This is an optimization exercise on Yosys and OpenROAD, whose aim is small area, not a production implementation.
The RTL was checked by simulation tests, not by an equivalence proof against the original design.
Power figures rest on the tool's default switching activity, not on a simulated workload.

## config.mk

```make
export PLATFORM = sky130hd
export DESIGN_NAME = retire_unit
export DESIGN_NICKNAME = retire_unit
export VERILOG_FILES = /design/flow/design.v
export SDC_FILE = /design/flow/constraint.sdc
export NUM_CORES = 4
export LEC_CHECK = 0
export CAP_MARGIN = 20
export CORE_MARGIN = 2
export CORE_UTILIZATION = 50
export SLEW_MARGIN = 20
export SYNTH_HIERARCHICAL = 1
export SYNTH_MINIMUM_KEEP_SIZE = 0
```

## constraint.sdc

```tcl
create_clock -name core_clock -period 6.0 [get_ports {clk}]
set_input_delay 1.2000 -clock core_clock [delete_from_list [all_inputs] [get_ports {clk}]]
set_output_delay 1.2000 -clock core_clock [all_outputs]
set_load 0.01 [all_outputs]
```

## design.v

```verilog
package retire_unit_pkg;
    localparam int DISPATCH_WIDTH       = 2;
    localparam int PHYS_REGS_ADDR_WIDTH = 6;
    localparam int ARCH_REGS            = 32;
    localparam int FREE_Q_DEPTH         = 64;
    localparam int FREE_Q_ADDR_WIDTH    = $clog2(FREE_Q_DEPTH);
    localparam int COMMIT_W             = 1 + PHYS_REGS_ADDR_WIDTH + 5 + 32 + 32 + 1 + 1 + 1 + 13;
    typedef logic [PHYS_REGS_ADDR_WIDTH-1:0] phys_reg_t;
    typedef struct packed {
        logic        en;
        phys_reg_t   phys_rd;
        logic [4:0]  arch_rd;
        logic [31:0] pc;
        logic [31:0] instr;
        logic        is_branch_instr;
        logic        branch_correct;
        logic        branch_taken;
        logic [12:0] br_offset;
    } rob_commit_t;
endpackage
module ru_ao222n (input logic a1, a2, b1, b2, c1, c2, output logic y);
    assign y = ~((a1 & a2) | (b1 & b2) | (c1 & c2));
endmodule
module ru_nand2 (input logic a, b, output logic y);
    assign y = ~(a & b);
endmodule
module ru_nand3 (input logic a, b, c, output logic y);
    assign y = ~(a & b & c);
endmodule
module ru_nand4 (input logic a, b, c, d, output logic y);
    assign y = ~(a & b & c & d);
endmodule
module ru_or3 (input logic a, b, c, output logic y);
    assign y = a | b | c;
endmodule
module ru_nor2 (input logic a, b, output logic y);
    assign y = ~(a | b);
endmodule
module ru_inv (input logic a, output logic y);
    assign y = ~a;
endmodule
module ru_sel32 (input logic [31:0] sel, input logic [31:0] d, output logic y);
    logic [11:0] t;
    logic [2:0]  n;
    for (genvar i = 0; i < 10; i++) begin : g_t
        ru_ao222n u_t (.a1(sel[3*i]), .a2(d[3*i]), .b1(sel[3*i+1]), .b2(d[3*i+1]),
                       .c1(sel[3*i+2]), .c2(d[3*i+2]), .y(t[i]));
    end
    ru_nand2 u_t10 (.a(sel[30]), .b(d[30]), .y(t[10]));
    ru_nand2 u_t11 (.a(sel[31]), .b(d[31]), .y(t[11]));
    ru_nand4 u_n0 (.a(t[0]), .b(t[1]), .c(t[2]),  .d(t[3]),  .y(n[0]));
    ru_nand4 u_n1 (.a(t[4]), .b(t[5]), .c(t[6]),  .d(t[7]),  .y(n[1]));
    ru_nand4 u_n2 (.a(t[8]), .b(t[9]), .c(t[10]), .d(t[11]), .y(n[2]));
    ru_or3   u_o  (.a(n[0]), .b(n[1]), .c(n[2]), .y(y));
endmodule
module ru_sel31 (input logic [31:1] sel, input logic [31:1] d, output logic y);
    logic [10:0] t;
    logic [2:0]  n;
    for (genvar i = 0; i < 10; i++) begin : g_t
        ru_ao222n u_t (.a1(sel[3*i+1]), .a2(d[3*i+1]), .b1(sel[3*i+2]), .b2(d[3*i+2]),
                       .c1(sel[3*i+3]), .c2(d[3*i+3]), .y(t[i]));
    end
    ru_nand2 u_t10 (.a(sel[31]), .b(d[31]), .y(t[10]));
    ru_nand4 u_n0 (.a(t[0]), .b(t[1]), .c(t[2]), .d(t[3]), .y(n[0]));
    ru_nand4 u_n1 (.a(t[4]), .b(t[5]), .c(t[6]), .d(t[7]), .y(n[1]));
    ru_nand3 u_n2 (.a(t[8]), .b(t[9]), .c(t[10]), .y(n[2]));
    ru_or3   u_o  (.a(n[0]), .b(n[1]), .c(n[2]), .y(y));
endmodule
module ru_dec32 (input logic en, input logic [4:0] a, output logic [31:0] y);
    logic [4:0] an;
    logic [3:0] lo_n;
    logic [7:0] hi_n;
    for (genvar k = 0; k < 5; k++) begin : g_inv
        ru_inv u_i (.a(a[k]), .y(an[k]));
    end
    for (genvar i = 0; i < 4; i++) begin : g_lo
        ru_nand3 u_n (.a(en), .b(i[1] ? a[1] : an[1]), .c(i[0] ? a[0] : an[0]), .y(lo_n[i]));
    end
    for (genvar i = 0; i < 8; i++) begin : g_hi
        ru_nand3 u_n (.a(i[2] ? a[4] : an[4]), .b(i[1] ? a[3] : an[3]), .c(i[0] ? a[2] : an[2]),
                      .y(hi_n[i]));
    end
    for (genvar i = 0; i < 32; i++) begin : g_y
        ru_nor2 u_y (.a(lo_n[i % 4]), .b(hi_n[i / 4]), .y(y[i]));
    end
endmodule
module ru_dec32n (input logic [4:0] a, output logic [31:0] y);
    logic [4:0] an;
    logic [3:0] lo_n;
    logic [7:0] hi_n;
    for (genvar k = 0; k < 5; k++) begin : g_inv
        ru_inv u_i (.a(a[k]), .y(an[k]));
    end
    for (genvar i = 0; i < 4; i++) begin : g_lo
        ru_nand2 u_n (.a(i[1] ? a[1] : an[1]), .b(i[0] ? a[0] : an[0]), .y(lo_n[i]));
    end
    for (genvar i = 0; i < 8; i++) begin : g_hi
        ru_nand3 u_n (.a(i[2] ? a[4] : an[4]), .b(i[1] ? a[3] : an[3]), .c(i[0] ? a[2] : an[2]),
                      .y(hi_n[i]));
    end
    for (genvar i = 0; i < 32; i++) begin : g_y
        ru_nor2 u_y (.a(lo_n[i % 4]), .b(hi_n[i / 4]), .y(y[i]));
    end
endmodule
import retire_unit_pkg::*;
module free_reg_queue
(
    input  logic                  clk,
    input  logic                  rst_n,
    input  logic [1:0]            push_valid,
    input  logic [1:0][PHYS_REGS_ADDR_WIDTH-1:0]       push_data,
    input  logic                  pop_ready,
    output logic [1:0]            out_valid,
    output logic [1:0][PHYS_REGS_ADDR_WIDTH-1:0]       out_data,
    output logic                  overflow
);
    localparam int W  = PHYS_REGS_ADDR_WIDTH;
    localparam int AW = FREE_Q_ADDR_WIDTH;       
    localparam int BW = AW - 1;                  
    localparam int BD = FREE_Q_DEPTH / 2;        
    logic [BD-1:0][W-1:0] mem_e;
    logic [BD-1:0][W-1:0] mem_o;
    logic [AW-1:0]   rd_ptr;
    logic [AW-1:0]   wr_ptr;
    logic [AW:0]     count;
    logic [1:0]      pop_n;
    logic [AW:0]     cap;
    logic            acc1;       
    logic            acc2;       
    logic            drop;
    logic            full0, full1;
    logic [BW-1:0]   e_raddr, e_waddr;
    logic            e_we, o_we;
    logic [W-1:0]    e_wdata, o_wdata;
    logic [W-1:0]    e_rdata, o_rdata;
    logic [BD-1:0]   e_rsel, o_rsel, e_wsel, o_wsel;
    logic [W-1:0][BD-1:0] e_bits, o_bits;
    always_comb begin
        out_valid  = {count >= 7'd2, count != 7'd0};
        pop_n      = pop_ready ? {out_valid[1], out_valid[0] & ~out_valid[1]} : 2'd0;
        cap        = count - {5'd0, pop_n};
        full0      = count[AW] & ~pop_ready;
        full1      = (&count[AW-1:0]) & ~pop_ready;
        acc1       = (push_valid[0] | push_valid[1]) & ~full0;
        acc2       = push_valid[0] & push_valid[1] & ~full0 & ~full1;
        drop       = ((push_valid[0] | push_valid[1]) & full0)
                   | (push_valid[0] & push_valid[1] & full1);
        e_waddr = wr_ptr[AW-1:1] + {{(BW-1){1'b0}}, wr_ptr[0]};
        e_we    = wr_ptr[0] ? acc2 : acc1;
        o_we    = wr_ptr[0] ? acc1 : acc2;
        e_wdata = (~wr_ptr[0] & push_valid[0]) ? push_data[0] : push_data[1];
        o_wdata = ( wr_ptr[0] & push_valid[0]) ? push_data[0] : push_data[1];
        e_raddr = rd_ptr[AW-1:1] + {{(BW-1){1'b0}}, rd_ptr[0]};
        for (int b = 0; b < W; b++)
            for (int i = 0; i < BD; i++) begin
                e_bits[b][i] = mem_e[i][b];
                o_bits[b][i] = mem_o[i][b];
            end
        out_data[0] = rd_ptr[0] ? o_rdata : e_rdata;
        out_data[1] = rd_ptr[0] ? e_rdata : o_rdata;
    end
    ru_dec32n u_erdec (.a(e_raddr),        .y(e_rsel));
    ru_dec32n u_ordec (.a(rd_ptr[AW-1:1]), .y(o_rsel));
    ru_dec32 u_ewdec (.en(e_we), .a(e_waddr),          .y(e_wsel));
    ru_dec32 u_owdec (.en(o_we), .a(wr_ptr[AW-1:1]),   .y(o_wsel));
    for (genvar b = 0; b < W; b++) begin : g_rd
        ru_sel32 u_e (.sel(e_rsel), .d(e_bits[b]), .y(e_rdata[b]));
        ru_sel32 u_o (.sel(o_rsel), .d(o_bits[b]), .y(o_rdata[b]));
    end
    always_ff @(posedge clk or negedge rst_n) begin
        if (!rst_n) begin
            rd_ptr   <= '0;
            wr_ptr   <= '0;
            count    <= '0;
            overflow <= 1'b0;
        end else begin
            rd_ptr <= rd_ptr + AW'(pop_n);
            wr_ptr <= wr_ptr + AW'({acc2, acc1 & ~acc2});
            count  <= cap + 7'({acc2, acc1 & ~acc2});
            if (drop) overflow <= 1'b1;
        end
    end
    always_ff @(posedge clk) begin
        for (int i = 0; i < BD; i++) begin
            if (e_wsel[i]) mem_e[i] <= e_wdata;
            if (o_wsel[i]) mem_o[i] <= o_wdata;
        end
    end
endmodule
import retire_unit_pkg::*;
module retire_unit
(
    input  logic                                clk,
    input  logic                                rst_n,
    input  logic [DISPATCH_WIDTH*COMMIT_W-1:0]      commit_if,
    output logic [DISPATCH_WIDTH-1:0]           free_valid,
    output logic [DISPATCH_WIDTH*PHYS_REGS_ADDR_WIDTH-1:0]     free_phys,
    input  logic                                free_ready,
    output logic                                redirect_valid,
    output logic [31:0]                         redirect_pc,
    output logic [ARCH_REGS*PHYS_REGS_ADDR_WIDTH-1:0]          rrat,
    output logic [63:0]                         instret,
    output logic                                free_q_overflow
);
    localparam int W = PHYS_REGS_ADDR_WIDTH;
    logic [DISPATCH_WIDTH-1:0][W-1:0]   free_phys_q;
    logic [ARCH_REGS-1:1][W-1:0]  rrat_q;
    retire_unit_pkg::rob_commit_t                c0;
    retire_unit_pkg::rob_commit_t                c1;
    logic                       mispredict0;
    logic                       mispredict1;
    logic                       retire0;
    logic                       retire1;
    logic                       wr0;
    logic [1:0]                 push_valid;
    logic [1:0][W-1:0]          push_data;
    logic [31:0]                dec1;
    logic                       same_rd;
    logic [W-1:0][ARCH_REGS-1:1] rrat_bits;
    logic [W-1:0]               rd0, rd1;
    logic [ARCH_REGS-1:1]       hold;
    logic [31:0]                dec0, wdec0;
    logic [ARCH_REGS-1:1][W-1:0] rrat_d;
    logic                       unused_instr;
    logic [31:0]                sel_pc;
    logic                       sel_taken;
    logic [12:0]                sel_off;
    assign free_phys    = free_phys_q;
    assign c0           = commit_if[COMMIT_W-1:0];
    assign c1           = commit_if[2*COMMIT_W-1:COMMIT_W];
    assign unused_instr = ^{c0.instr, c1.instr};
    always_comb begin
        rrat[W-1:0] = '0;
        for (int a = 1; a < ARCH_REGS; a++) rrat[a*W +: W] = rrat_q[a];
    end
    logic [12:0]  addend;
    logic [13:0]  add_c;
    logic [12:0]  add_s;
    logic         sel_sign;
    logic [6:0]   rpc_lo_q;
    logic         rpc_c7_q;
    logic [5:0]   rpc_mid_q;
    logic         rpc_c13_q;
    logic         rpc_sign_q;
    logic [18:0]  rpc_hi_q;
    logic [6:0]   mid_c;
    logic         hi_inc, hi_dec;
    logic [19:0]  hi_p1, hi_p0;
    assign sel_pc    = mispredict0 ? c0.pc : c1.pc;
    assign sel_taken = mispredict0 ? c0.branch_taken : c1.branch_taken;
    assign sel_off   = mispredict0 ? c0.br_offset : c1.br_offset;
    assign addend    = sel_taken ? sel_off : 13'd4;
    assign sel_sign  = sel_taken & sel_off[12];
    always_comb begin
        add_c[0] = 1'b0;
        for (int i = 0; i < 13; i++) begin
            add_s[i]   = sel_pc[i] ^ addend[i] ^ ((i == 7) ? 1'b0 : add_c[i]);
            add_c[i+1] = (sel_pc[i] & addend[i])
                       | (((i == 7) ? 1'b0 : add_c[i]) & (sel_pc[i] ^ addend[i]));
        end
    end
    always_ff @(posedge clk) begin
        rpc_lo_q   <= add_s[6:0];
        rpc_c7_q   <= add_c[7];
        rpc_mid_q  <= add_s[12:7];
        rpc_c13_q  <= add_c[13];
        rpc_sign_q <= sel_sign;
        rpc_hi_q   <= sel_pc[31:13];
    end
    always_comb begin
        mid_c[0] = rpc_c7_q;
        for (int i = 0; i < 6; i++) mid_c[i+1] = mid_c[i] & rpc_mid_q[i];
        hi_inc   = (rpc_c13_q | mid_c[6]) & ~rpc_sign_q;
        hi_dec   = ~(rpc_c13_q | mid_c[6]) & rpc_sign_q;
        hi_p1[0] = 1'b1;
        hi_p0[0] = 1'b1;
        for (int i = 0; i < 19; i++) begin
            hi_p1[i+1] = hi_p1[i] & rpc_hi_q[i];
            hi_p0[i+1] = hi_p0[i] & ~rpc_hi_q[i];
        end
        redirect_pc[6:0] = rpc_lo_q;
        for (int i = 0; i < 6; i++) redirect_pc[7+i] = rpc_mid_q[i] ^ mid_c[i];
        for (int i = 0; i < 19; i++)
            redirect_pc[13+i] = rpc_hi_q[i] ^ ((hi_inc & hi_p1[i]) | (hi_dec & hi_p0[i]));
    end
    always_comb begin
        mispredict0 = c0.en & c0.is_branch_instr & ~c0.branch_correct;
        retire0     = c0.en;
        retire1     = c1.en & ~mispredict0;
        mispredict1 = retire1 & c1.is_branch_instr & ~c1.branch_correct;
        wr0         = retire0 && (c0.arch_rd != 5'd0);
        push_valid  = {c1.en && (c1.arch_rd != 5'd0), wr0};
        same_rd     = wr0 && (c0.arch_rd == c1.arch_rd);
        push_data[0] = rd0;
        if (!retire1)
            push_data[1] = c1.phys_rd;
        else if (same_rd)
            push_data[1] = c0.phys_rd;
        else
            push_data[1] = rd1;
        for (int a = 1; a < ARCH_REGS; a++) begin
            wdec0[a] = dec0[a] & ~dec1[a];
            hold[a]  = ~(dec0[a] | dec1[a]);
        end
        wdec0[0] = 1'b0;
        for (int b = 0; b < W; b++)
            for (int a = 1; a < ARCH_REGS; a++) rrat_bits[b][a] = rrat_q[a][b];
    end
    ru_dec32 u_dec1 (.en(retire1), .a(c1.arch_rd), .y(dec1));
    ru_dec32 u_dec0 (.en(retire0), .a(c0.arch_rd), .y(dec0));
    for (genvar b = 0; b < W; b++) begin : g_rat
        ru_sel31 u_rd0 (.sel(dec0[31:1]), .d(rrat_bits[b][31:1]), .y(rd0[b]));
        ru_sel31 u_rd1 (.sel(dec1[31:1]), .d(rrat_bits[b][31:1]), .y(rd1[b]));
        for (genvar a = 1; a < ARCH_REGS; a++) begin : g_e
            logic nd;
            ru_ao222n u_m (.a1(hold[a]), .a2(rrat_q[a][b]), .b1(wdec0[a]), .b2(c0.phys_rd[b]),
                           .c1(dec1[a]), .c2(c1.phys_rd[b]), .y(nd));
            ru_inv    u_i (.a(nd), .y(rrat_d[a][b]));
        end
    end
    always_ff @(posedge clk or negedge rst_n) begin
        if (!rst_n) begin
            redirect_valid <= 1'b0;
            for (int a = 1; a < ARCH_REGS; a++) rrat_q[a] <= W'(a);
        end else begin
            redirect_valid <= mispredict0 | mispredict1;
            for (int a = 1; a < ARCH_REGS; a++) rrat_q[a] <= rrat_d[a];
        end
    end
    logic [63:0] instret_q;
    logic [63:0] inc_c;
    logic        inc_any;
    logic [7:0] seg_ones;    
    always_comb begin
        inc_c[0] = retire0 ^ retire1;
        inc_c[1] = (retire0 & retire1) | (instret_q[0] & inc_c[0]);
        inc_any  = (retire0 | retire1) & (instret_q[0] | (retire0 & retire1));
        seg_ones[0] = 1'b1;
        seg_ones[1] = &instret_q[7:1];
        for (int k = 2; k < 8; k++) seg_ones[k] = seg_ones[k-1] & (&instret_q[8*k-1 -: 8]);
        for (int i = 2; i < 64; i++) begin
            if (i % 8 == 0) inc_c[i] = inc_any & seg_ones[i/8];
            else            inc_c[i] = instret_q[i-1] & inc_c[i-1];
        end
    end
    always_ff @(posedge clk or negedge rst_n) begin
        if (!rst_n) instret_q <= '0;
        else        instret_q <= instret_q ^ inc_c;
    end
    assign instret = instret_q;
    free_reg_queue u_free_q (
        .clk        (clk),
        .rst_n      (rst_n),
        .push_valid (push_valid),
        .push_data  (push_data),
        .pop_ready  (free_ready),
        .out_valid  (free_valid),
        .out_data   (free_phys_q),
        .overflow   (free_q_overflow)
    );
endmodule
```

## flow/run.sh

```bash
#!/bin/bash
# Standard layout, with the port buffers made of the smallest buffer cell and
# a clock tree of clkbuf_8 leaf clusters without dummy loads.
set -euo pipefail
bash standard.sh \
  "BUFFER_PORTS_ARGS=-buffer_cell sky130_fd_sc_hd__buf_1" \
  "CTS_ARGS=-sink_clustering_enable -repair_clock_nets -dont_use_dummy_load -buf_list sky130_fd_sc_hd__clkbuf_8 -sink_clustering_size 16 -sink_clustering_max_diameter 60" \
  finish > standard_make.log 2>&1
```

## standard.sh

```bash
#!/bin/bash
# synth_recipe.tcl (not shown) runs the flow's synth.tcl, then flattens the netlist and writes it again
# the make line also repeats each setting of config.mk as NAME=value (left out here)
make -C /OpenROAD-flow-scripts/flow DESIGN_CONFIG=/design/flow/config.mk WORK_HOME=/design/flow/orfs CLKGATE_MAP_FILE= SYNTH_SCRIPT=/design/flow/synth_recipe.tcl "${@:-finish}"
```

==> out/qor.csv, run 1 <==
stage,metric,value,unit
timing,final period utilization,94.0,%
die,Starting Density,50.4,%
routing,vias per cell,6.69,
power,Peak VDD IR,0.226,mV
clocking,hold buffers post-CTS,0,
worst_setup_path,CP endpoint kind,output port,
synthesis,Ys Warns,8,
worst_setup_path,crit path DAT,4.44,ns
routing,router iterations before antenna repair,14,
timing,Final Critical Period,5.64,ns
placed_design,placed insts,3543,
clocking,CTS Buf Count,54,
clocking,Sink Count,690,
worst_setup_path,CP Data Required Time,4.80,ns
placed_design,Final HPWL DP,70.0,mm
clocking,H-tree depth,2,
routing,Starting DRT DRC Count,4624,
grt,pin count of the biggest net entering global routing,169,
die,I/O pin cnt,491,
placed_design,PortBufs,420,
routing,Routed WL,98.7,mm
power,total power,0.0134,W
grt,grt total ovfl,0,
routing,Via Count,24097,
worst_setup_path,CP max FO,14,
worst_setup_path,WS Path Type,register to output port,
cells_and_area,layout cells sized above 1,6.64,%
cells_and_area,Final Cell Area,33800,um^2
placed_design,placed instance area,33100,um^2
timing,WHS,0.379,ns
cells_and_area,nets@finish,3108,
grt,GRT Util Overall,30.6,%
synthesis,syn avg cell area,13.0,um^2
cells_and_area,Reg area,19100,um^2
cells_and_area,"commonest non-fill, non-tap cell in the layout",a222oi_1,
power,power per cell area,395,nW/um^2
timing,RSZ-0062 raised after global routing,no,
synthesis,Synth Instances,2334,
synthesis,synthesized cell area,30400,um^2
timing,Slew HR,32.0,%
cells_and_area,area of the multi-input gates,10200,um^2
cells_and_area,fin cells,3600,
clocking,CTS max path bufs,3,
clocking,Skew-Pair Late Insertion Delay,0.70,ns
worst_setup_path,critical path launch point type,register,
power,P_leak,13.5,nW
clocking,Root Driver,clkbuf_8,
placed_design,GP Congestion,0.994,
routing,wire per inst,27.4,um
timing,final hold vios,0,
timing,Final setup viols,0,
clocking,CTS tree,built,
grt,initial antenna violation count,10,
hold_path,hold crit path type,primary input to asynchronous set/reset pin,
timing,skew final,0.0566,ns
timing,fmax,0.177,GHz
grt,global-route wire length before repair,146,mm
routing,antenna-violating nets left,0,
cells_and_area,Filler cells,5074,
die,core area,60200,um^2
grt,vias in the first global route,23148,
timing,measured slew at the worst slew-check pin,1.02,ns
die,die width,250,um
flow_run,max_cap viols,0,
die,Die ar.,62700,um^2
cells_and_area,Synth-to-Final Area Change,11.4,%
timing,Slew Limit Fails,0,
timing,TNS Setup,0,ns
die,Placement Rows,90,
die,Die Span Y,250,um
cells_and_area,most frequent cells in the layout,"426 x a222oi_1, 414 x buf_1, 384 x edfxtp_1",
routing,drt drc,0,
status,outcome,timing/DRC/antenna clean,
clocking,clock-pin slew on the worst setup and hold paths,0.09,ns
## final timing paths
| kind | end | cells after the start | from | slack, ns |
|---|---|---|---|---|
| max reg2reg | instret_q[63]$_DFF_PN0_ | 13 | instret_q[0]$_DFF_PN0_ | 2.67 |
| min | rrat_q[43]$_DFF_PN0_ | 1 | rst_n | 0.38 |
| min in group core_clock | instret_q[63]$_DFF_PN0_ | 1 | instret_q[63]$_DFF_PN0_ | 0.48 |
| min reg2reg | instret_q[63]$_DFF_PN0_ | 1 | instret_q[63]$_DFF_PN0_ | 0.48 |
| max in group asynchronous | instret_q[55]$_DFF_PN0_ | 2 | rst_n | 4.41 |
| max | free_phys[0] | 12 | u_free_q.rd_ptr[0]$_DFF_PN0_ | 0.36 |
## cell type report
cell class	count	area share [%]
sequential	690	56.5
tap	782	2.89
clock buffer	54	2.20
antenna	3	0.0222
inverter	252	2.80
timing repair buffer	452	5.48
multi-input combinational	1367	30.1
## worst max-delay path: stages (launching register included)
cell	delay, ns
dfrtp_2	0.55
ha_1	0.25
ha_1	0.19
nand3_1	0.12
xnor2_2	0.30
inv_1	0.14
nand3_1	0.22
nor2_1	0.17
a222oi_1	0.65
nand4_1	0.25
or3_1	0.47
mux2_1	0.31
buf_1	0.13
## repair_timing
| item | 4_1_cts | 5_1_grt |
|---|---|---|
| buffers inserted | 0 | 0 |
| endpoints found under the setup margin | 0 | 12 |
| hold endpoints to repair | 0 | 0 |
| gates resized for setup | 0 | 2 |
## registers in the layout (all words and copies together) (netlist names), 6 cells and up
name             flops
u_free_q.mem_e     192
u_free_q.mem_o     192
u_free_q.rd_ptr      6
instret_q           64
rpc_lo_q             7
rrat_q             186
u_free_q.count       7
u_free_q.wr_ptr      6
rpc_mid_q            6
rpc_hi_q            19
## layer usage
metal	vias up	share of wire [%]	wire length, um	GRT usage, %
met4	14	3.2	3130	8.61
met3	235	11	11100	8.42
met2	1424	45	44800	47.4
met1	12037	40	39500	42.7
met5	-	0.10	99	0
li1	10387	-	-	-
## through the flow
step	utilization (%)	setup WS (ns)
after floorplan	-	1.30
final	56.1	0.360
after global placement	54.9	0.604
after global routing	56.1	0.142
after CTS	56.1	0.0593
after detailed placement	54.9	0.545
## power by group
group | leakage, nW | total [W] | internal (W) | switching, W
logic | 6.01 | 0.00449 | 0.00149 | 0.00300
registers | 7.10 | 0.00664 | 0.00592 | 0.000717
clock network | 0.388 | 0.00225 | 0.000802 | 0.00144
==> run 2: changes to the inputs <==
--- a/design.v
+++ b/design.v
@@ -102,6 +102,26 @@
         ru_nor2 u_y (.a(lo_n[i % 4]), .b(hi_n[i / 4]), .y(y[i]));
     end
 endmodule
+module ru_dec32x (input logic en, input logic [4:0] a, output logic [31:0] yr, yw);
+    logic [4:0] an;
+    logic [3:0] lo_n, low_n;
+    logic [7:0] hi_n;
+    for (genvar k = 0; k < 5; k++) begin : g_inv
+        ru_inv u_i (.a(a[k]), .y(an[k]));
+    end
+    for (genvar i = 0; i < 4; i++) begin : g_lo
+        ru_nand2 u_n (.a(i[1] ? a[1] : an[1]), .b(i[0] ? a[0] : an[0]), .y(lo_n[i]));
+        ru_nand3 u_w (.a(en), .b(i[1] ? a[1] : an[1]), .c(i[0] ? a[0] : an[0]), .y(low_n[i]));
+    end
+    for (genvar i = 0; i < 8; i++) begin : g_hi
+        ru_nand3 u_n (.a(i[2] ? a[4] : an[4]), .b(i[1] ? a[3] : an[3]), .c(i[0] ? a[2] : an[2]),
+                      .y(hi_n[i]));
+    end
+    for (genvar i = 0; i < 32; i++) begin : g_y
+        ru_nor2 u_r (.a(lo_n[i % 4]),  .b(hi_n[i / 4]), .y(yr[i]));
+        ru_nor2 u_w (.a(low_n[i % 4]), .b(hi_n[i / 4]), .y(yw[i]));
+    end
+endmodule
 import retire_unit_pkg::*;
 module free_reg_queue
 (
@@ -204,7 +224,8 @@
 );
     localparam int W = PHYS_REGS_ADDR_WIDTH;
     logic [DISPATCH_WIDTH-1:0][W-1:0]   free_phys_q;
-    logic [ARCH_REGS-1:1][W-1:0]  rrat_q;
+    logic [ARCH_REGS-1:1][W-1:0]  rrat_q;      
+    logic [ARCH_REGS-1:1][W-1:0]  rrat_s;      
     retire_unit_pkg::rob_commit_t                c0;
     retire_unit_pkg::rob_commit_t                c1;
     logic                       mispredict0;
@@ -214,7 +235,7 @@
     logic                       wr0;
     logic [1:0]                 push_valid;
     logic [1:0][W-1:0]          push_data;
-    logic [31:0]                dec1;
+    logic [31:0]                dec1, rdec1;
     logic                       same_rd;
     logic [W-1:0][ARCH_REGS-1:1] rrat_bits;
     logic [W-1:0]               rd0, rd1;
@@ -306,25 +327,31 @@
         for (int b = 0; b < W; b++)
             for (int a = 1; a < ARCH_REGS; a++) rrat_bits[b][a] = rrat_q[a][b];
     end
-    ru_dec32 u_dec1 (.en(retire1), .a(c1.arch_rd), .y(dec1));
+    ru_dec32x u_dec1 (.en(retire1), .a(c1.arch_rd), .yr(rdec1), .yw(dec1));
     ru_dec32 u_dec0 (.en(retire0), .a(c0.arch_rd), .y(dec0));
     for (genvar b = 0; b < W; b++) begin : g_rat
         ru_sel31 u_rd0 (.sel(dec0[31:1]), .d(rrat_bits[b][31:1]), .y(rd0[b]));
-        ru_sel31 u_rd1 (.sel(dec1[31:1]), .d(rrat_bits[b][31:1]), .y(rd1[b]));
+        ru_sel31 u_rd1 (.sel(rdec1[31:1]), .d(rrat_bits[b][31:1]), .y(rd1[b]));
         for (genvar a = 1; a < ARCH_REGS; a++) begin : g_e
             logic nd;
             ru_ao222n u_m (.a1(hold[a]), .a2(rrat_q[a][b]), .b1(wdec0[a]), .b2(c0.phys_rd[b]),
                            .c1(dec1[a]), .c2(c1.phys_rd[b]), .y(nd));
-            ru_inv    u_i (.a(nd), .y(rrat_d[a][b]));
+            if (a[b]) begin : g_set
+                assign rrat_d[a][b] = nd;
+                ru_inv u_i (.a(rrat_s[a][b]), .y(rrat_q[a][b]));
+            end else begin : g_clr
+                ru_inv u_i (.a(nd), .y(rrat_d[a][b]));
+                assign rrat_q[a][b] = rrat_s[a][b];
+            end
         end
     end
     always_ff @(posedge clk or negedge rst_n) begin
         if (!rst_n) begin
             redirect_valid <= 1'b0;
-            for (int a = 1; a < ARCH_REGS; a++) rrat_q[a] <= W'(a);
+            rrat_s         <= '0;
         end else begin
             redirect_valid <= mispredict0 | mispredict1;
-            for (int a = 1; a < ARCH_REGS; a++) rrat_q[a] <= rrat_d[a];
+            rrat_s         <= rrat_d;
         end
     end
     logic [63:0] instret_q;
==> flow/run.sh (replaced) <==
#!/bin/bash
# Standard layout, with the port buffers made of the smallest buffer cell and
# a clock tree of clkbuf_8 leaf clusters without dummy loads.
set -euo pipefail
bash standard.sh \
  "BUFFER_PORTS_ARGS=-buffer_cell sky130_fd_sc_hd__buf_1" \
  "CTS_ARGS=-sink_clustering_enable -repair_clock_nets -dont_use_dummy_load -buf_list sky130_fd_sc_hd__clkbuf_8 -sink_clustering_size 16 -sink_clustering_max_diameter 70" \
  finish > standard_make.log 2>&1
==> out/qor.csv, run 2 <==
stage,metric,value,unit,change
die,die width,254,um,+1.3%
worst_setup_path,WS Path Type,register to output port,,
placed_design,Final HPWL DP,75.8,mm,+8.2%
timing,final hold vios,0,,unchanged
grt,global-route wire length before repair,155,mm,+5.6%
worst_setup_path,crit path DAT,4.51,ns,+0.07 ns
cells_and_area,nets@finish,3135,,+0.87%
worst_setup_path,CP Data Required Time,4.80,ns,about the same
die,core area,61700,um^2,+2.4%
flow_run,max_cap viols,0,,unchanged
grt,initial antenna violation count,9,,-1
worst_setup_path,Reg-to-Reg End,instret_q[63]$_DFF_PN0_,,
hold_path,hold crit path type,primary input to asynchronous set/reset pin,,
timing,fmax,0.175,GHz,-1.1%
die,Die Span Y,254,um,+1.3%
clocking,CTS max path bufs,3,,unchanged
timing,measured slew at the worst slew-check pin,0.962,ns,-0.0553 ns
synthesis,synthesized cell area,31200,um^2,+2.7%
grt,met3 GRT Util,8.60,%,+0.19 points
routing,wire per inst,29.0,um,+5.8%
grt,met1 usage,45.0,%,+2.3 points
cells_and_area,Synth-to-Final Area Change,8.52,%,
grt,vias in the first global route,23539,,+1.7%
placed_design,GP Congestion,1.02,,+2.5%
die,Placement Rows,91,,+1.1%
worst_setup_path,CP endpoint kind,output port,,
status,outcome,timing/DRC/antenna clean,,
die,I/O pin cnt,491,,unchanged
power,Seq pwr share,47.6,%,-2.0 points
timing,Slew Limit Fails,0,,unchanged
routing,Starting DRT DRC Count,5205,,+13%
power,Peak VDD IR,0.245,mV,+8.5%
worst_setup_path,CP max FO,14,,unchanged
grt,pin count of the biggest net entering global routing,148,,-12%
clocking,clock-pin slew on the worst setup and hold paths,0.11,ns,+0.02 ns
grt,met2 Use GR,49.4,%,+1.9 points
cells_and_area,Top Registers,"u_free_q.mem_e: 192 flops, u_free_q.mem_o: 192 flops, rrat_s: 186 flops",,
synthesis,Ys Warns,8,,unchanged
power,switch share,39.7,%,+1.1 points
timing,TNS Setup,0,ns,unchanged
routing,drt drc,0,,unchanged
clocking,Sink Count,690,,unchanged
placed_design,DP Worst Slack,0.790,ns,+0.245 ns
routing,Via Count,24701,,+2.5%
worst_setup_path,reg2reg path depth,13,,unchanged
timing,RSZ-0062 raised after global routing,no,,
routing,antenna-violating nets left,0,,unchanged
timing,final period utilization,95.1,%,+1.1 points
routing,vias per cell,6.71,,+0.25%
grt,gr busiest metal,met2,,
worst_setup_path,crit path launch,u_free_q.rd_ptr[0]$_DFF_PN0_,,
clocking,CTS tree,built,,
timing,Slew HR,35.7,%,+3.8 points
clocking,Skew-Pair Late Insertion Delay,0.70,ns,about the same
routing,router iterations before antenna repair,15,,+1
clocking,Root Driver,clkbuf_8,,
worst_setup_path,flop2flop setup slack,2.77,ns,+0.10 ns
die,Starting Density,50.5,%,+0.14 points
power,Power Internal,0.00813,W,-1.0%
power,total power,0.0135,W,+0.76%
power,power per cell area,398,nW/um^2,+0.68%
cells_and_area,"commonest non-fill, non-tap cell in the layout",a222oi_1,,
die,Die ar.,64400,um^2,+2.7%
grt,GRT Util Overall,32.5,%,+1.8 points
power,Clock Power Share,16.7,%,about the same
worst_setup_path,worst reg2reg startpoint,instret_q[0]$_DFF_PN0_,,
grt,grt total ovfl,0,,unchanged
power,combinational power share,35.7,%,+2.1 points
synthesis,Synth Instances,2475,,+6.0%
power,Psw,0.00535,W,+3.6%
timing,skew final,0.0786,ns,+0.0220 ns
worst_setup_path,critical path launch point type,register,,
cells_and_area,layout cells sized above 1,3.98,%,-2.7 points
timing,Final setup viols,0,,unchanged
clocking,post-CTS setup buffers,0,,unchanged
clocking,hold buffers post-CTS,0,,unchanged
clocking,CTS Buf Count,53,,-1.9%
placed_design,PortBufs,420,,unchanged
power,P_leak,13.5,nW,about the same
clocking,H-tree depth,2,,unchanged
cells_and_area,Final Util,54.9,%,-1.3 points
timing,WHS,0.405,ns,+0.0267 ns
synthesis,syn avg cell area,12.6,um^2,-3.1%
timing,final setup margin,0.295,ns,-0.0652 ns
routing,Routed WL,107,mm,+8.2%
cells_and_area,most frequent cells in the layout,"426 x a222oi_1, 407 x buf_1, 384 x edfxtp_1",,
cells_and_area,Filler cells,5466,,+7.7%
timing,Final Critical Period,5.71,ns,+0.0652 ns
==> run 2: worst max path at each step <==
| stage | endpoint | slack (ns) | cells past startpoint |
|---|---|---|---|
| global route | free_phys[8] | 0.03 | 12 |
| floorplan | rpc_lo_q[6]$_DFF_P_ | 1.30 | 16 |
| finish | free_phys[3] | 0.29 | 12 |
| CTS | free_phys[11] | 0.07 | 12 |
| detailed placement | instret_q[63]$_DFF_PN0_ | 0.79 | 18 |
| global placement | instret_q[63]$_DFF_PN0_ | 0.85 | 18 |
==> run 2: layout make-up <==
cell class	count	area (um^2)	share of cell area, %
well taps	837	1050	3.09
clock buffers	53	729	2.15
diodes	2	5.00	0.0148
repair buffers	445	1800	5.33
multi-input cells	1402	10300	30.4
inverters	252	946	2.79
flip-flops and latches	690	19000	56.2
==> run 2: repair_timing <==
| item | CTS | global route |
|---|---|---|
| resized for setup | 0 | 1 |
| endpoints found under the hold margin | 0 | 0 |
| endpoints found under the setup margin | 0 | 12 |
==> run 2: metal layers <==
metal	wire, um	share of wire [%]
met1	41900	39
met4	4190	3.9
met3	13100	12
met5	27	0.025
met2	47600	45
==> run 2: through the flow <==
stage,cell area (um^2),cells
2_1_floorplan,31200,2480
3_3_place_gp,33100,3625
3_5_place_dp,33100,3626
4_1_cts,33800,3679
5_1_grt,33800,3680
6_report,33900,3681
==> run 2: worst max-delay path, stage by stage (launching register included) <==
cell	delay [ns]
dfrtp_2	0.59
ha_1	0.24
ha_1	0.19
nand3_1	0.09
xnor2_1	0.36
inv_1	0.15
nand3_1	0.25
nor2_1	0.17
a222oi_1	0.49
nand4_1	0.33
or3_1	0.50
mux2_1	0.31
buf_1	0.13
==> run 2: power by group through the flow <==
stage,clock [W],combinational (W),sequential [W]
CTS,0.00230,0.00476,0.00639
floorplan,0,0.00303,0.00627
finish,0.00225,0.00482,0.00641
global placement,0,0.00465,0.00647
detailed placement,0,0.00473,0.00649
global route,0.00246,0.00516,0.00647
==> run 3: changes to the inputs <==
--- a/design.v
+++ b/design.v
@@ -140,11 +140,10 @@
     localparam int BD = FREE_Q_DEPTH / 2;        
     logic [BD-1:0][W-1:0] mem_e;
     logic [BD-1:0][W-1:0] mem_o;
-    logic [AW-1:0]   rd_ptr;
-    logic [AW-1:0]   wr_ptr;
+    logic [AW:0]     rd_ptr;
+    logic [AW:0]     wr_ptr;
     logic [AW:0]     count;
     logic [1:0]      pop_n;
-    logic [AW:0]     cap;
     logic            acc1;       
     logic            acc2;       
     logic            drop;
@@ -156,9 +155,9 @@
     logic [BD-1:0]   e_rsel, o_rsel, e_wsel, o_wsel;
     logic [W-1:0][BD-1:0] e_bits, o_bits;
     always_comb begin
+        count      = wr_ptr - rd_ptr;
         out_valid  = {count >= 7'd2, count != 7'd0};
         pop_n      = pop_ready ? {out_valid[1], out_valid[0] & ~out_valid[1]} : 2'd0;
-        cap        = count - {5'd0, pop_n};
         full0      = count[AW] & ~pop_ready;
         full1      = (&count[AW-1:0]) & ~pop_ready;
         acc1       = (push_valid[0] | push_valid[1]) & ~full0;
@@ -191,12 +190,10 @@
         if (!rst_n) begin
             rd_ptr   <= '0;
             wr_ptr   <= '0;
-            count    <= '0;
             overflow <= 1'b0;
         end else begin
-            rd_ptr <= rd_ptr + AW'(pop_n);
-            wr_ptr <= wr_ptr + AW'({acc2, acc1 & ~acc2});
-            count  <= cap + 7'({acc2, acc1 & ~acc2});
+            rd_ptr <= rd_ptr + 7'(pop_n);
+            wr_ptr <= wr_ptr + 7'({acc2, acc1 & ~acc2});
             if (drop) overflow <= 1'b1;
         end
     end
@@ -241,6 +238,7 @@
     logic [W-1:0]               rd0, rd1;
     logic [ARCH_REGS-1:1]       hold;
     logic [31:0]                dec0, wdec0;
+    logic                       wr0_only;
     logic [ARCH_REGS-1:1][W-1:0] rrat_d;
     logic                       unused_instr;
     logic [31:0]                sel_pc;
@@ -319,16 +317,13 @@
             push_data[1] = c0.phys_rd;
         else
             push_data[1] = rd1;
-        for (int a = 1; a < ARCH_REGS; a++) begin
-            wdec0[a] = dec0[a] & ~dec1[a];
-            hold[a]  = ~(dec0[a] | dec1[a]);
-        end
-        wdec0[0] = 1'b0;
+        wr0_only = retire0 & ~(same_rd & retire1);
+        for (int a = 1; a < ARCH_REGS; a++) hold[a] = ~(wdec0[a] | dec1[a]);
         for (int b = 0; b < W; b++)
             for (int a = 1; a < ARCH_REGS; a++) rrat_bits[b][a] = rrat_q[a][b];
     end
     ru_dec32x u_dec1 (.en(retire1), .a(c1.arch_rd), .yr(rdec1), .yw(dec1));
-    ru_dec32 u_dec0 (.en(retire0), .a(c0.arch_rd), .y(dec0));
+    ru_dec32x u_dec0 (.en(wr0_only), .a(c0.arch_rd), .yr(dec0), .yw(wdec0));
     for (genvar b = 0; b < W; b++) begin : g_rat
         ru_sel31 u_rd0 (.sel(dec0[31:1]), .d(rrat_bits[b][31:1]), .y(rd0[b]));
         ru_sel31 u_rd1 (.sel(rdec1[31:1]), .d(rrat_bits[b][31:1]), .y(rd1[b]));
==> out/qor.csv, run 3 <==
stage,metric,value,unit,change
clocking,Resize count post-CTS,0,,unchanged
worst_setup_path,WS Path Type,register to output port,,
worst_setup_path,Bufs and invs on worst path,2,,unchanged
timing,Final Critical Period,5.83,ns,+0.127 ns
worst_setup_path,"most used cell, CP",ha_1,,
worst_setup_path,Worst path top cell family by delay,simple AND/OR/NAND/NOR gates,,
routing,Via Count,24521,,-0.73%
cells_and_area,nets@finish,3104,,-0.99%
worst_setup_path,crit path DAT,4.63,ns,+0.12 ns
worst_setup_path,worst reg2reg startpoint,u_free_q.rd_ptr[5]$_DFF_PN0_,,
clocking,clock-pin slew on the worst setup and hold paths,0.10,ns,about the same
clocking,hold buffers post-CTS,0,,unchanged
clocking,Root Driver,clkbuf_8,,
clocking,Sink Count,685,,-0.72%
timing,final period utilization,97.2,%,+2.1 points
timing,Slew HR,37.3,%,+1.5 points
die,Die ar.,63500,um^2,-1.3%
grt,grt total ovfl,0,,unchanged
grt,vias in the first global route,23775,,+1.0%
worst_setup_path,CP Data Required Time,4.80,ns,about the same
clocking,CTS max path bufs,3,,unchanged
placed_design,PortBufs,420,,unchanged
cells_and_area,Filler cells,5221,,-4.5%
grt,gr busiest metal,met2,,
timing,final hold vios,0,,unchanged
hold_path,hold endpoint,instret_q[63]$_DFF_PN0_,,
clocking,CTS Buf Count,52,,-1.9%
routing,wire per inst,28.9,um,-0.33%
worst_setup_path,reg2reg path depth,9,,-4
die,core area,60600,um^2,-1.8%
grt,met2 Use GR,49.7,%,+0.31 points
grt,pin count of the biggest net entering global routing,143,,-3.4%
power,Peak VDD IR,0.223,mV,-8.9%
timing,skew final,0.0795,ns,+0.000927 ns
grt,initial antenna violation count,11,,+2
synthesis,Synth Instances,2447,,-1.1%
clocking,CTS tree,built,,
synthesis,Ys Warns,8,,unchanged
timing,Final setup viols,0,,unchanged
synthesis,syn avg cell area,12.6,um^2,-0.24%
grt,global-route wire length before repair,151,mm,-2.0%
worst_setup_path,CP endpoint kind,output port,,
placed_design,Final HPWL DP,73.2,mm,-3.3%
clocking,post-CTS setup buffers,0,,unchanged
timing,RSZ-0062 raised after global routing,no,,
synthesis,synthesized cell area,30800,um^2,-1.4%
cells_and_area,Synth-to-Final Area Change,8.52,%,about the same
timing,fmax,0.171,GHz,-2.2%
timing,Slew Limit Fails,0,,unchanged
clocking,H-tree depth,2,,unchanged
cells_and_area,fin cells,3608,,-2.0%
power,P_leak,13.3,nW,-1.5%
die,Starting Density,50.8,%,+0.24 points
timing,WHS,0.471,ns,+0.0655 ns
worst_setup_path,Reg-to-Reg End,u_free_q.mem_e[175]$_DFFE_PP_,,
worst_setup_path,critical path launch point type,register,,
worst_setup_path,worst path cell trace,ha_1 -> ha_1 -> ha_1 -> ha_1 -> ha_1 -> ha_1 -> or2_2 -> inv_1 -> ha_1 -> or4b_4 -> or4_4 -> or4_4 -> o31a_1 -> xnor2_2 -> clkbuf_2,,
routing,vias per cell,6.80,,+1.3%
flow_run,max_cap viols,0,,unchanged
power,power per cell area,401,nW/um^2,+0.74%
cells_and_area,"commonest non-fill, non-tap cell in the layout",a222oi_1,,
worst_setup_path,crit path max-delay cell type,or4b_4,,
routing,Starting DRT DRC Count,4867,,-6.5%
cells_and_area,most frequent cells in the layout,"426 x a222oi_1, 405 x buf_1, 384 x edfxtp_1",,
grt,met1 usage,42.0,%,-3.0 points
cells_and_area,Final Util,55.1,%,+0.26 points
routing,router iterations before antenna repair,22,,+7
routing,drt drc,0,,unchanged
clocking,Skew-Pair Late Insertion Delay,0.68,ns,-0.02 ns
routing,antenna-violating nets left,0,,unchanged
worst_setup_path,CP max FO,5,,-9
cells_and_area,Top Registers,"u_free_q.mem_e: 192 flops, u_free_q.mem_o: 192 flops, rrat_s: 186 flops",,
die,Die Span Y,252,um,-0.67%
worst_setup_path,flop2flop setup slack,1.85,ns,-0.92 ns
placed_design,placed insts,3551,,-2.1%
hold_path,hold crit path type,register to register,,
timing,measured slew at the worst slew-check pin,0.941,ns,-0.0205 ns
grt,GRT Util Overall,32.0,%,-0.47 points
timing,TNS Setup,0,ns,unchanged
cells_and_area,layout cells sized above 1,4.57,%,+0.60 points
die,Placement Rows,90,,-1.1%
worst_setup_path,CP max stage delay,0.50,ns,-0.09 ns
grt,met3 GRT Util,10.5,%,+1.9 points
die,I/O pin cnt,491,,unchanged
hold_path,Hold Startpoint,instret_q[63]$_DFF_PN0_,,
worst_setup_path,crit path launch,rpc_c7_q$_DFF_P_,,
status,outcome,timing/DRC/antenna clean,,
placed_design,GP Congestion,0.991,,-2.8%
die,die width,252,um,-0.67%
routing,Routed WL,104,mm,-2.3%
hold_path,hold depth,1,,
## run 3: how the worst max path moves through the flow
stage	to	slack, ns	depth (start not counted)
4_1_cts	redirect_pc[24]	0.09	15
2_1_floorplan	redirect_pc[24]	1.16	14
5_1_grt	redirect_pc[24]	0.001	15
3_5_place_dp	rpc_lo_q[6]$_DFF_P_	0.70	17
6_report	redirect_pc[24]	0.17	15
3_3_place_gp	rpc_lo_q[6]$_DFF_P_	0.72	17
## run 3: per-layer routing
metal  vias to the layer above  part of all wire [%]  wire [um]
met5                         -                  0.14        151
met4                        18                   3.9       4100
met3                       283                    12      12900
met2                      1605                    45      47100
met1                     12197                    38      40100
li1                      10418                     -          -
## run 3: per-stage QoR
step | worst slack [ns] | power [W] | cell area (um^2)
floorplan | 1.16 | 0.00929 | 30800
global placement | 0.716 | 0.0111 | 32600
detailed placement | 0.702 | 0.0112 | 32600
CTS | 0.0867 | 0.0134 | 33400
global route | 0.00132 | 0.0140 | 33400
finish | 0.168 | 0.0134 | 33400
## run 3: worst register-to-register path: stages, from the launching register on
cell and delay (ns):
dfrtp_1 0.56, inv_1 0.16, ha_1 0.42, nor3b_1 0.18
a311o_1 0.35, a211oi_1 0.34, o311ai_2 0.21, a21oi_1 0.34
nand3_1 0.57, nor2_1 0.66
## run 3: layout make-up
type	count	area [um^2]	share of cell area, %
Inverter	246	923	2.77
Clock buffer	52	716	2.14
Sequential cell	685	18900	56.6
Tap cell	782	978	2.93
Antenna cell	5	12.5	0.0375
Multi-Input combinational cell	1395	10100	30.2
Timing Repair Buffer	443	1780	5.34
## run 3: report_power, final
group / total [W] / internal [W] / switching, W
Sequential: 0.00634 / 0.00581 / 0.000531
Combinational: 0.00488 / 0.00152 / 0.00336
Clock: 0.00218 / 0.000773 / 0.00140

[port drivers added, routing unchanged]
No port has a modelled driver above. Below, the same layouts with a new extraction and two added sets of constraints.
Step 1 (the two cells are an assumption about what drives the block):
set clk [get_ports {clk}]
set_driving_cell -lib_cell sky130_fd_sc_hd__clkbuf_16 $clk
set_driving_cell -lib_cell sky130_fd_sc_hd__buf_2 [delete_from_list [all_inputs] $clk]
Step 2 moves the port delays by t, midway between the first and last clock arrival at a register: inputs arrive t later, outputs are due t later. That takes back most of the time a late clock gives input paths.
Three values: no drivers, after step 1, after step 2; two values: the first two.
run	t (ns)	slack for setup (ns)	worst hold slack (ns)	slew at the worst register clock pin (ns)
run 1	0.726	0.360 / 0.299 / 0.273	0.379 / 0.340 / 0.476	0.11 / 0.11
run 2	0.727	0.295 / 0.229 / 0.813	0.405 / 0.365 / 0.499	0.11 / 0.11
run 3	0.709	0.168 / 0.104 / 0.742	0.471 / 0.471 / 0.471	0.11 / 0.11
After both steps every run listed still meets setup and hold. For run 1, which loses most, drivers alone change the setup slack by -0.061 ns; drivers and shift together by -0.087 ns.
